Context: an optimization exercise on an open-source flow, tuned for small area. The choices shown serve that exercise and are no tape-out recipe. In this exercise RTL edits were held to simulation tests only and were not proved equivalent to the original. No activity file was given, so power comes from the tool's default toggle rates. The clock port is modelled as an ideal driver; clocking choices that lean on that would not hold on a real chip.

**flow/design.v**
```verilog
`default_nettype none
`default_nettype wire
`default_nettype none
package pov_pkg;
    typedef enum logic [7:0] {
        OP_WRITE_COL   = 8'h10,
        OP_SET_ENABLE  = 8'h20,
        OP_READ_STATUS = 8'h30
    } spi_opcode_e;
    typedef enum logic [2:0] {
        DEC_OPCODE,
        DEC_INDEX,
        DEC_DATA,
        DEC_ENABLE,
        DEC_IGNORE
    } dec_state_e;
    typedef enum logic [1:0] {
        SEQ_IDLE,
        SEQ_LOAD,
        SEQ_SHIFT,
        SEQ_LATCH
    } seq_state_e;
    typedef logic [64-1:0] col_word_t;
endpackage
`default_nettype wire
`default_nettype none
module gate_a222oi (
    input  logic a1, a2, b1, b2, c1, c2,
    output logic y
);
    assign y = ~((a1 & a2) | (b1 & b2) | (c1 & c2));
endmodule
module gate_nand2 (
    input  logic a, b,
    output logic y
);
    assign y = ~(a & b);
endmodule
module gate_nand3 (
    input  logic a, b, c,
    output logic y
);
    assign y = ~(a & b & c);
endmodule
module gate_or2 (
    input  logic a, b,
    output logic y
);
    assign y = a | b;
endmodule
module onehot_sel16 (
    input  logic [15:0] d,
    input  logic [15:0] s,
    output logic        p0,
    output logic        p1
);
    logic [5:0] n;
    gate_a222oi u_t0 (.a1(d[0]),  .a2(s[0]),  .b1(d[1]),  .b2(s[1]),  .c1(d[2]),  .c2(s[2]),  .y(n[0]));
    gate_a222oi u_t1 (.a1(d[3]),  .a2(s[3]),  .b1(d[4]),  .b2(s[4]),  .c1(d[5]),  .c2(s[5]),  .y(n[1]));
    gate_a222oi u_t2 (.a1(d[6]),  .a2(s[6]),  .b1(d[7]),  .b2(s[7]),  .c1(d[8]),  .c2(s[8]),  .y(n[2]));
    gate_a222oi u_t3 (.a1(d[9]),  .a2(s[9]),  .b1(d[10]), .b2(s[10]), .c1(d[11]), .c2(s[11]), .y(n[3]));
    gate_a222oi u_t4 (.a1(d[12]), .a2(s[12]), .b1(d[13]), .b2(s[13]), .c1(d[14]), .c2(s[14]), .y(n[4]));
    gate_nand2  u_t5 (.a(d[15]), .b(s[15]), .y(n[5]));
    gate_nand3  u_p0 (.a(n[0]), .b(n[1]), .c(n[2]), .y(p0));
    gate_nand3  u_p1 (.a(n[3]), .b(n[4]), .c(n[5]), .y(p1));
endmodule
module onehot_or16 (
    input  logic [15:0] d,
    input  logic [15:0] s,
    output logic        y
);
    logic p0, p1;
    onehot_sel16 u_sel (.d(d), .s(s), .p0(p0), .p1(p1));
    gate_or2     u_y   (.a(p0), .b(p1), .y(y));
endmodule
`default_nettype wire
`default_nettype none
module pov_display_top (
    input  logic                  clk,
    input  logic                  rst_n,
    input  logic                  som_sclk,
    input  logic                  som_cs_n,
    input  logic                  som_mosi,
    output logic                  som_miso,
    output logic                  drv_sclk,
    output logic                  drv_lat,
    output logic                  drv_gclk,
    output logic [4-1:0] drv_sin,
    output logic [8-1:0]  col_sel
);
    localparam int COL_AW = $clog2(8);
    localparam int LB     = 16;
    localparam int DIV_W  = (4 > 1) ? $clog2(4) : 1;
    logic [2:0] sclk_pipe;
    logic [2:0] cs_pipe;
    logic [1:0] mosi_pipe;
    logic       sclk_rise;
    logic       sclk_fall;
    logic       cs_fall;
    logic       cs_high;
    logic [2:0] bit_cnt;
    logic [7:0] rx_byte;
    logic [7:0] tx_shift;
    logic [7:0] tx_byte;
    logic       byte_valid;
    logic       frame_start;
    assign sclk_rise = sclk_pipe[1] & ~sclk_pipe[2];
    assign sclk_fall = ~sclk_pipe[1] & sclk_pipe[2];
    assign cs_fall   = ~cs_pipe[1] & cs_pipe[2];
    assign cs_high   = cs_pipe[1];
    assign som_miso  = tx_shift[7];
    always_ff @(posedge clk) begin
        if (!rst_n) begin
            sclk_pipe <= '0;
            cs_pipe   <= '1;
        end else begin
            sclk_pipe <= {sclk_pipe[1:0], som_sclk};
            cs_pipe   <= {cs_pipe[1:0], som_cs_n};
        end
    end
    always_ff @(posedge clk) begin
        mosi_pipe <= {mosi_pipe[0], som_mosi};
    end
    always_ff @(posedge clk) begin
        if (sclk_rise && !cs_high) begin
            rx_byte <= {rx_byte[6:0], mosi_pipe[1]};
        end
    end
    always_ff @(posedge clk) begin
        if (!rst_n) begin
            bit_cnt     <= '0;
            byte_valid  <= 1'b0;
            frame_start <= 1'b0;
            tx_shift    <= '0;
        end else begin
            byte_valid  <= 1'b0;
            frame_start <= cs_fall;
            if (cs_high) begin
                bit_cnt  <= '0;
                tx_shift <= '0;
            end else begin
                if (sclk_rise) begin
                    bit_cnt <= bit_cnt + 3'd1;
                    if (bit_cnt == 3'd7) begin
                        byte_valid <= 1'b1;
                    end
                end
                if (sclk_fall) begin
                    if (bit_cnt == 3'd0) begin
                        tx_shift <= tx_byte;
                    end else begin
                        tx_shift <= {tx_shift[6:0], 1'b0};
                    end
                end
            end
        end
    end
    logic [DIV_W-1:0] div_cnt;
    logic             shift_tick;
    logic             after_tick;
    assign after_tick = div_cnt == DIV_W'(1);
    always_ff @(posedge clk) begin
        if (!rst_n) begin
            div_cnt    <= '0;
            shift_tick <= 1'b0;
            drv_gclk   <= 1'b0;
        end else begin
            if (div_cnt == DIV_W'(4 - 1)) begin
                div_cnt    <= '0;
                shift_tick <= 1'b1;
            end else begin
                div_cnt    <= div_cnt + 1'b1;
                shift_tick <= 1'b0;
            end
            if (shift_tick) begin
                drv_gclk <= ~drv_gclk;
            end
        end
    end
    pov_pkg::seq_state_e seq;
    logic [COL_AW-1:0]   col_addr;
    logic [7:0]          frame_count;
    logic [3:0]          bit_idx;
    logic                shift;
    logic                active;
    logic                col_busy;
    logic                sel_v;
    logic                display_enable;
    assign col_busy = seq == pov_pkg::SEQ_SHIFT;
    assign drv_sclk = col_busy && shift_tick;
    assign shift    = after_tick && (seq == pov_pkg::SEQ_SHIFT || seq == pov_pkg::SEQ_LATCH);
    assign active   = col_busy || shift;
    assign drv_lat  = sel_v && (seq == pov_pkg::SEQ_LOAD || seq == pov_pkg::SEQ_IDLE);
    always_comb begin
        for (int i = 0; i < 8; i++) begin
            col_sel[i] = sel_v && col_addr == COL_AW'((i + 1) % 8);
        end
    end
    always_ff @(posedge clk) begin
        if (!rst_n) begin
            seq         <= pov_pkg::SEQ_IDLE;
            bit_idx     <= '0;
            col_addr    <= '0;
            sel_v       <= 1'b0;
            frame_count <= '0;
        end else begin
            if (shift) begin
                bit_idx <= bit_idx + 1'b1;
            end
            case (seq)
                pov_pkg::SEQ_IDLE: begin
                    sel_v    <= 1'b0;
                    col_addr <= '0;
                    if (display_enable && shift_tick) begin
                        seq <= pov_pkg::SEQ_LOAD;
                    end
                end
                pov_pkg::SEQ_LOAD: begin
                    seq <= pov_pkg::SEQ_SHIFT;
                end
                pov_pkg::SEQ_SHIFT: begin
                    if (shift_tick && bit_idx == 4'd15) begin
                        seq <= pov_pkg::SEQ_LATCH;
                    end
                end
                pov_pkg::SEQ_LATCH: begin
                    if (shift_tick) begin
                        sel_v <= 1'b1;
                        {frame_count, col_addr} <= {frame_count, col_addr} + 1'b1;
                        seq <= display_enable ? pov_pkg::SEQ_LOAD : pov_pkg::SEQ_IDLE;
                    end
                end
                default: seq <= pov_pkg::SEQ_IDLE;
            endcase
        end
    end
    localparam logic [3:0] S_OPC = 4'b0000;
    localparam logic [3:0] S_IDX = 4'b0001;
    localparam logic [3:0] S_ENA = 4'b0010;
    localparam logic [3:0] S_IGN = 4'b0011;
    logic [3:0]           st;
    pov_pkg::col_word_t   col_mem [8];
    pov_pkg::col_word_t   stage;
    logic [COL_AW-1:0]    wr_idx;
    logic                 in_data;
    logic                 byte_in;
    logic                 wr_req;
    logic                 pend_hi;
    logic                 pend_lo;
    logic [COL_AW-1:0]    pend_col;
    logic                 locked;
    logic                 commit_hi;
    logic                 commit_lo;
    logic [8-1:0] col_valid;
    assign in_data   = st[3];
    assign byte_in   = byte_valid && in_data;
    assign wr_req    = byte_valid && st == 4'b1111;
    assign locked    = col_busy && pend_col == col_addr;
    assign commit_hi = pend_hi && !(locked && !bit_idx[3]);
    assign commit_lo = pend_lo && !locked;
    always_ff @(posedge clk) begin
        for (int n = 0; n < 8; n++) begin
            if (byte_in && st[2:0] == 3'(n)) begin
                stage[64-8-8*n +: 8] <= rx_byte;
            end
        end
    end
    always_ff @(posedge clk) begin
        if (!rst_n) begin
            pend_hi   <= 1'b0;
            pend_lo   <= 1'b0;
            col_valid <= '0;
        end else begin
            if (wr_req) begin
                pend_hi <= 1'b1;
            end else if (commit_hi) begin
                pend_hi <= 1'b0;
            end
            if (wr_req) begin
                pend_lo <= 1'b1;
            end else if (commit_lo) begin
                pend_lo <= 1'b0;
            end
            for (int i = 0; i < 8; i++) begin
                if (commit_lo && pend_col == COL_AW'(i)) begin
                    col_valid[i] <= 1'b1;
                end
            end
        end
        if (wr_req) begin
            pend_col <= wr_idx;
        end
    end
    always_ff @(posedge clk) begin
        for (int i = 0; i < 8; i++) begin
            for (int k = 0; k < 4; k++) begin
                if (commit_hi && pend_col == COL_AW'(i)) begin
                    col_mem[i][k*LB + LB/2 +: LB/2] <= stage[k*LB + LB/2 +: LB/2];
                end
                if (commit_lo && pend_col == COL_AW'(i)) begin
                    col_mem[i][k*LB +: LB/2] <= stage[k*LB +: LB/2];
                end
            end
        end
    end
    logic [8-1:0]  csel;
    logic [LB-1:0]         bsel;
    always_comb begin
        for (int i = 0; i < 8; i++) begin
            csel[i] = active && col_valid[i] && col_addr == COL_AW'(i);
        end
        for (int j = 0; j < LB; j++) begin
            bsel[j] = bit_idx == 4'(LB - 1 - j);
        end
    end
    logic [2*8-1:0] part [4];
    logic [2*8-1:0] psel;
    for (genvar i = 0; i < 8; i++) begin : g_col
        assign psel[2*i]   = csel[i];
        assign psel[2*i+1] = csel[i];
        for (genvar k = 0; k < 4; k++) begin : g_lane
            onehot_sel16 u_bit (
                .d(col_mem[i][k*LB +: LB]), .s(bsel),
                .p0(part[k][2*i]), .p1(part[k][2*i+1])
            );
        end
    end
    for (genvar k = 0; k < 4; k++) begin : g_sin
        onehot_or16 u_col (.d(part[k]), .s(psel), .y(drv_sin[k]));
    end
    always_ff @(posedge clk) begin
        if (!rst_n) begin
            st             <= S_OPC;
            wr_idx         <= '0;
            display_enable <= 1'b0;
            tx_byte        <= '0;
        end else if (frame_start) begin
            st      <= S_OPC;
            tx_byte <= '0;
        end else if (byte_valid) begin
            tx_byte <= '0;
            if (in_data) begin
                st <= (st == 4'b1111) ? S_IGN : st + 4'd1;
            end else begin
                case (st)
                    S_OPC: begin
                        case (rx_byte)
                            pov_pkg::OP_WRITE_COL:  st <= S_IDX;
                            pov_pkg::OP_SET_ENABLE: st <= S_ENA;
                            pov_pkg::OP_READ_STATUS: begin
                                tx_byte <= frame_count;
                                st      <= S_IGN;
                            end
                            default: st <= S_IGN;
                        endcase
                    end
                    S_IDX: begin
                        wr_idx <= rx_byte[COL_AW-1:0];
                        st     <= 4'b1000;
                    end
                    S_ENA: begin
                        display_enable <= rx_byte[0];
                        st             <= S_IGN;
                    end
                    default: st <= S_IGN;
                endcase
            end
        end
    end
endmodule
`default_nettype wire
```
**flow/standard.sh**
```bash
#!/bin/bash
# synth_recipe.tcl (not shown) runs the flow's synth.tcl, then flattens the netlist and writes it again
# the make line also repeats each setting of config.mk as NAME=value (left out here)
make -C /OpenROAD-flow-scripts/flow DESIGN_CONFIG=/design/flow/config.mk WORK_HOME=/design/flow/orfs CLKGATE_MAP_FILE= SYNTH_SCRIPT=/design/flow/synth_recipe.tcl "${@:-finish}"
```
**flow/constraint.sdc**
```tcl
create_clock -name core_clock -period 5.0 [get_ports {clk}]
set_input_delay 1.0000 -clock core_clock [delete_from_list [all_inputs] [get_ports {clk}]]
set_output_delay 1.0000 -clock core_clock [all_outputs]
set_load 0.01 [all_outputs]
```
**flow/flow/run.sh**
```bash
#!/bin/bash
# Layout flow: the standard flow (standard.sh) with two settings changed:
# - clock tree synthesis adds no dummy loads for balancing and clusters up to
#   30 flip-flops within 80 um per leaf buffer
# - port buffers are the plain buf_1 instead of a delay buffer
export CTS_ARGS="-sink_clustering_enable -repair_clock_nets -dont_use_dummy_load -sink_clustering_size 30 -sink_clustering_max_diameter 80"
export BUFFER_PORTS_ARGS="-buffer_cell sky130_fd_sc_hd__buf_1"
bash standard.sh > standard.log 2>&1
```
**flow/config.mk**
```make
export PLATFORM = sky130hd
export DESIGN_NAME = pov_display_top
export DESIGN_NICKNAME = pov_display_top
export VERILOG_FILES = /design/flow/design.v
export SDC_FILE = /design/flow/constraint.sdc
export NUM_CORES = 4
export LEC_CHECK = 0
export CAP_MARGIN = 20
export CORE_MARGIN = 2
export CORE_UTILIZATION = 40
export PLACE_DENSITY = 0.85
export SLEW_MARGIN = 20
export SYNTH_HIERARCHICAL = 1
```
==> notes.md <==
## power breakdown
part / switching [uW] / leakage, uW / internal [uW]
sequential: 6.99 / 0.00583 / 5880
combinational: 17.5 / 0.00180 / 8.80
clock: 1450 / 0.000308 / 903
## sequential cells by signal, summed over array words and instances (netlist names), 3 cells and up
signal / count
col_mem: 512
stage: 64
col_valid: 8
frame_count: 8
rx_byte: 8
tx_byte: 8
tx_shift: 8
bit_idx: 4
st: 4
bit_cnt: 3
col_addr: 3
cs_pipe: 3
pend_col: 3
sclk_pipe: 3
wr_idx: 3
## Yosys stat by module, one instance, submodules excluded, a selection
module	times used	cells inside	cell area [um2]	flops+latches
gate_or2	4	1	6.26	0
gate_nand2	36	1	3.75	0
gate_a222oi	180	1	10.0	0
gate_nand3	72	1	5.00	0
pov_display_top	1	987	21100	656
## worst register-to-register path: stages (launching register included)
cell	delay [ns]
sky130_fd_sc_hd__edfxtp_1	0.55
sky130_fd_sc_hd__xor2_1	0.43
sky130_fd_sc_hd__or4_4	0.24
sky130_fd_sc_hd__o211ai_2	0.20
sky130_fd_sc_hd__nor2_4	0.88
## worst max path at each step
stage          slack, ns             to
6_report            0.20     drv_sin[3]
5_1_grt             0.11     drv_sin[3]
4_1_cts             0.13     drv_sin[3]
3_5_place_dp        0.83     drv_sin[3]
3_3_place_gp        0.88     drv_sin[3]
2_1_floorplan       0.47  col_mem[2][0]
## layout make-up
type / instances / area [um2]
Multi-Input combinational cell: 585 / 4410
Antenna cell: 1 / 2.50
Fill cell: 4750 / 32300
Inverter: 19 / 71.3
Sequential cell: 656 / 19000
Timing Repair Buffer: 52 / 410
Tap cell: 765 / 957
Clock buffer: 25 / 626
## routing by layer
| layer | part of all wire [%] | GRT usage (%) | vias to the layer above |
|---|---|---|---|
| met3 | 12 | 3.00 | 122 |
| li1 | - | - | 5508 |
| met2 | 48 | 27.3 | 980 |
| met1 | 36 | 22.6 | 6404 |
| met5 | 0 | 0 | - |
| met4 | 3.6 | 5.24 | 0 |
## timing repair
item                       CTS  global route
hold buffers                 0             0
gates resized for setup      0             1
setup endpoints to repair    0             1
## layout by cell type (no fill, tap or decap), types with 3 or more instances in the layout
cell type	n
sky130_fd_sc_hd__buf_12	6
sky130_fd_sc_hd__inv_1	19
sky130_fd_sc_hd__a21oi_1	13
sky130_fd_sc_hd__mux2i_1	13
sky130_fd_sc_hd__xor2_1	6
sky130_fd_sc_hd__nand4_1	6
sky130_fd_sc_hd__nor2_4	9
sky130_fd_sc_hd__and2_1	26
sky130_fd_sc_hd__a22o_1	8
sky130_fd_sc_hd__nand3_1	79
sky130_fd_sc_hd__nand2_1	61
sky130_fd_sc_hd__nor3_2	7
sky130_fd_sc_hd__buf_4	25
sky130_fd_sc_hd__o21a_1	11
sky130_fd_sc_hd__clkbuf_16	25
sky130_fd_sc_hd__and3_1	17
sky130_fd_sc_hd__buf_1	20
sky130_fd_sc_hd__a222oi_1	180
sky130_fd_sc_hd__nor2_1	46
sky130_fd_sc_hd__dfxtp_1	69
sky130_fd_sc_hd__a211oi_1	8
sky130_fd_sc_hd__xnor2_1	7
sky130_fd_sc_hd__nor3_1	4
sky130_fd_sc_hd__edfxtp_1	587
sky130_fd_sc_hd__ha_1	25
sky130_fd_sc_hd__o21ai_0	3
sky130_fd_sc_hd__nand2b_1	13
sky130_fd_sc_hd__nor2b_1	8
sky130_fd_sc_hd__or2_1	4
## stage by stage
step,cell area [um2],hold slack [ns],util (%),setup slack (ns),std cells
floorplan,23500,0.310,-,0.466,1279
global route,25500,0.346,44.1,0.107,2102
detailed placement,24700,0.316,42.7,0.832,2070
CTS,25300,0.341,43.8,0.128,2095
finish,25500,0.338,44.1,0.196,2103
global placement,24700,0.321,42.7,0.883,2070
## logic make-up after synthesis
kind of cell | Yosys count | share of synthesized area (%)
XOR/XNOR | 14 | 0.555
multiplexers | 14 | 0.603
flip-flops | 656 | 81.1
adder cells (fa/ha/maj) | 25 | 1.33
AND/OR/NAND/NOR | 296 | 6.33
buffers and inverters | 38 | 0.667
AO/OA/AOI/OAI | 236 | 9.45
==> summary.md <==
| Metric | Value |
|---|---|
| Hold path cells | `0` |
| Number of instances in the synthesized netlist | `1279` |
| X dimension of the die | `246 um` |
| Crit path buffers/inverters | `2` |
| Critical path arrival | `3.80 ns` |
| Post-synth net total | `1309` |
| WL per Instance | `24.8 um` |
| Fraction of the yosys area taken by sequential cells | `81.1%` |
| Hold WC Path Type | `flop to flop` |
| Rows | `88` |
| Worst max-slew margin expressed relative to the limit | `17.7%` |
| Dominant synthesized flop cell | `sky130_fd_sc_hd__edfxtp_1` |
| Number of DRC markers after the initial detailed-route iteration | `between 2000 and 3000` |
| Data required, critical path | `4.00 ns` |
| Crit-path max FO | `20` |
| Clock transition at the register clock pins on the worst setup and hold paths after CTS | `0.10 ns` |
| Starting density of the core | `40.6%` |
| Biggest area consumer among synthesized cells | `sky130_fd_sc_hd__edfxtp_1` |
| Slew at the pin closest to its max-slew limit | `1.23 ns` |
| Biggest cell delay along the critical path | `0.67 ns` |
| Number of nets in the layout | `1369` |
| Total of flip-flops plus latches after synthesis | `656` |
| Beginning of the worst hold path | `mosi_pipe[0]` |
| First element of the critical path | `bit_idx[0]` |
| Leading post-synthesis cells by instance count | `sky130_fd_sc_hd__edfxtp_1, sky130_fd_sc_hd__a222oi_1, sky130_fd_sc_hd__nand3_1` |
| Slew Limit Fails | `0` |
| Synth top area share | `75.2%` |
| Top-level port count | `21` |
| Die boundary height | `246 um` |
| Residual antenna-violating net count after detailed routing | `0` |
| Total global routing overflow | `0` |
| Reg2Reg Setup Slack | `approximately 2.3 ns` |
| First-pass GRT wire length | `76500 um` |
| Final period util | `between 90 and 100%` |
| PwrDens | `around 320 mW/mm2` |
| Maximum clock rate | `208 MHz` |
| Number of setup violations in the final report | `0` |
| Count of cell instances traversed by the critical path | `9` |
| Sum of negative setup slack | `0 ns` |
| Top delay family on crit path | `compound AO/OA/AOI/OAI gates` |
| Worst Clk Skew | `0.0271 ns` |
| Clock buffers created by TritonCTS | `25` |
| Number of sinks on the clock net | `656` |
| Clock period minus worst slack | `slightly below 5 ns` |
| Critical path class | `flop to primary output` |
| Startpoint of the worst-slack reg-to-reg timing path | `pend_col[0]` |
| FF-to-FF End | `col_mem[6][45]` |
| Routability congestion estimate | `between 0.8 and 0.9` |
| CP Launch Type | `flop` |
| Hold Violations, Final | `0` |
| Number of enable flip-flop cells after synthesis | `around 600` |
| Crit path capture type | `primary output` |
| Number of antenna violations at the first check in global routing | `2` |
| Final routed DRC violation total | `0` |
| Max-cap violation count | `0` |
| FFs w/ async S/R, synth | `0%` |
| Number of global-route vias before repair | `12412` |
| Later-pin clock latency in the skew report | `about 0.59 ns` |
| Total number of vias | `13014` |
| Placed wire-length estimate after detailed placement | `32800 um` |
| Core area | `between 0.05 and 0.06 mm2` |
| Number of cells traversed by the worst register-to-register path | `4` |
| Pin count of the biggest net entering global routing | `34` |
| Syn Std Cell Area | `0.0235 mm2` |
| Peak VDD IR | `0.239 mV` |
| Mean instance size in the synthesized netlist | `around 18 um2` |
| Total wire length | `52200 um` |
| Number of detailed-route iterations in the first pass | `13` |
| H-Tree Depth | `1` |
| Worst-case hold path end point | `mosi_pipe[1]` |
| Share of cells above drive strength 1 | `under 10%` |
| Post-CTS Setup Inserts | `0` |
| Number of warnings printed during yosys synthesis | `10` |
| Number of buffers between clock root and the deepest sink | `3` |
| Global-route usage over all layers | `16.7%` |
| Final Power | `8270 uW` |
| Clock tree root driver cell | `sky130_fd_sc_hd__clkbuf_16` |
| Leak pwr | `0.00795 uW` |
| Status | `finished clean` |
| Library cell with the highest instance count after synthesis | `sky130_fd_sc_hd__edfxtp_1` |
| Total die area | `0.0606 mm2` |
| Unrepaired setup endpoints after global routing | `no` |
| Count of different cell masters after synthesis | `51` |
| Detail-routed via count per cell | `6.19` |
| Number of I/O port buffers | `20` |
| Worst-path cell chain | `ha_1, and3_2, buf_4, a222oi_1, nand3_1, a222oi_1, nand3_1, or2_1, buf_1` |
| Area delta synth->final | `8.65%` |
| Dominant cells by area after synthesis | `sky130_fd_sc_hd__edfxtp_1, sky130_fd_sc_hd__a222oi_1, sky130_fd_sc_hd__dfxtp_1` |
| Clock tree from TritonCTS | `done` |
| Worst path slowest cell | `sky130_fd_sc_hd__a222oi_1` |

re-timing with driven ports:
In the flow no input, the clock included, has a driving cell. The finished layout below was timed again as built, in two steps. Step 1 (the two cells are an assumption about what drives the block):
set clk [get_ports {clk}]
set_driving_cell -lib_cell sky130_fd_sc_hd__clkbuf_16 $clk
set_driving_cell -lib_cell sky130_fd_sc_hd__buf_2 [delete_from_list [all_inputs] $clk]
Step 2, shift: input delay + t, output delay - t, t = (earliest + latest rising clock arrival at the registers) / 2. This alone moves slack from input paths to output paths. Three values: no drivers, after step 1, after step 2; two values: the first two.
t, ns: 0.627
setup WS [ns]: 0.196 / 0.146 / 0.772
hold WS [ns]: 0.338 / 0.338 / 0.338
worst setup path at the end: register to output
After both steps this run still meets setup and hold. For this run, drivers alone change the setup slack by -0.050 ns; drivers and shift together by +0.576 ns.
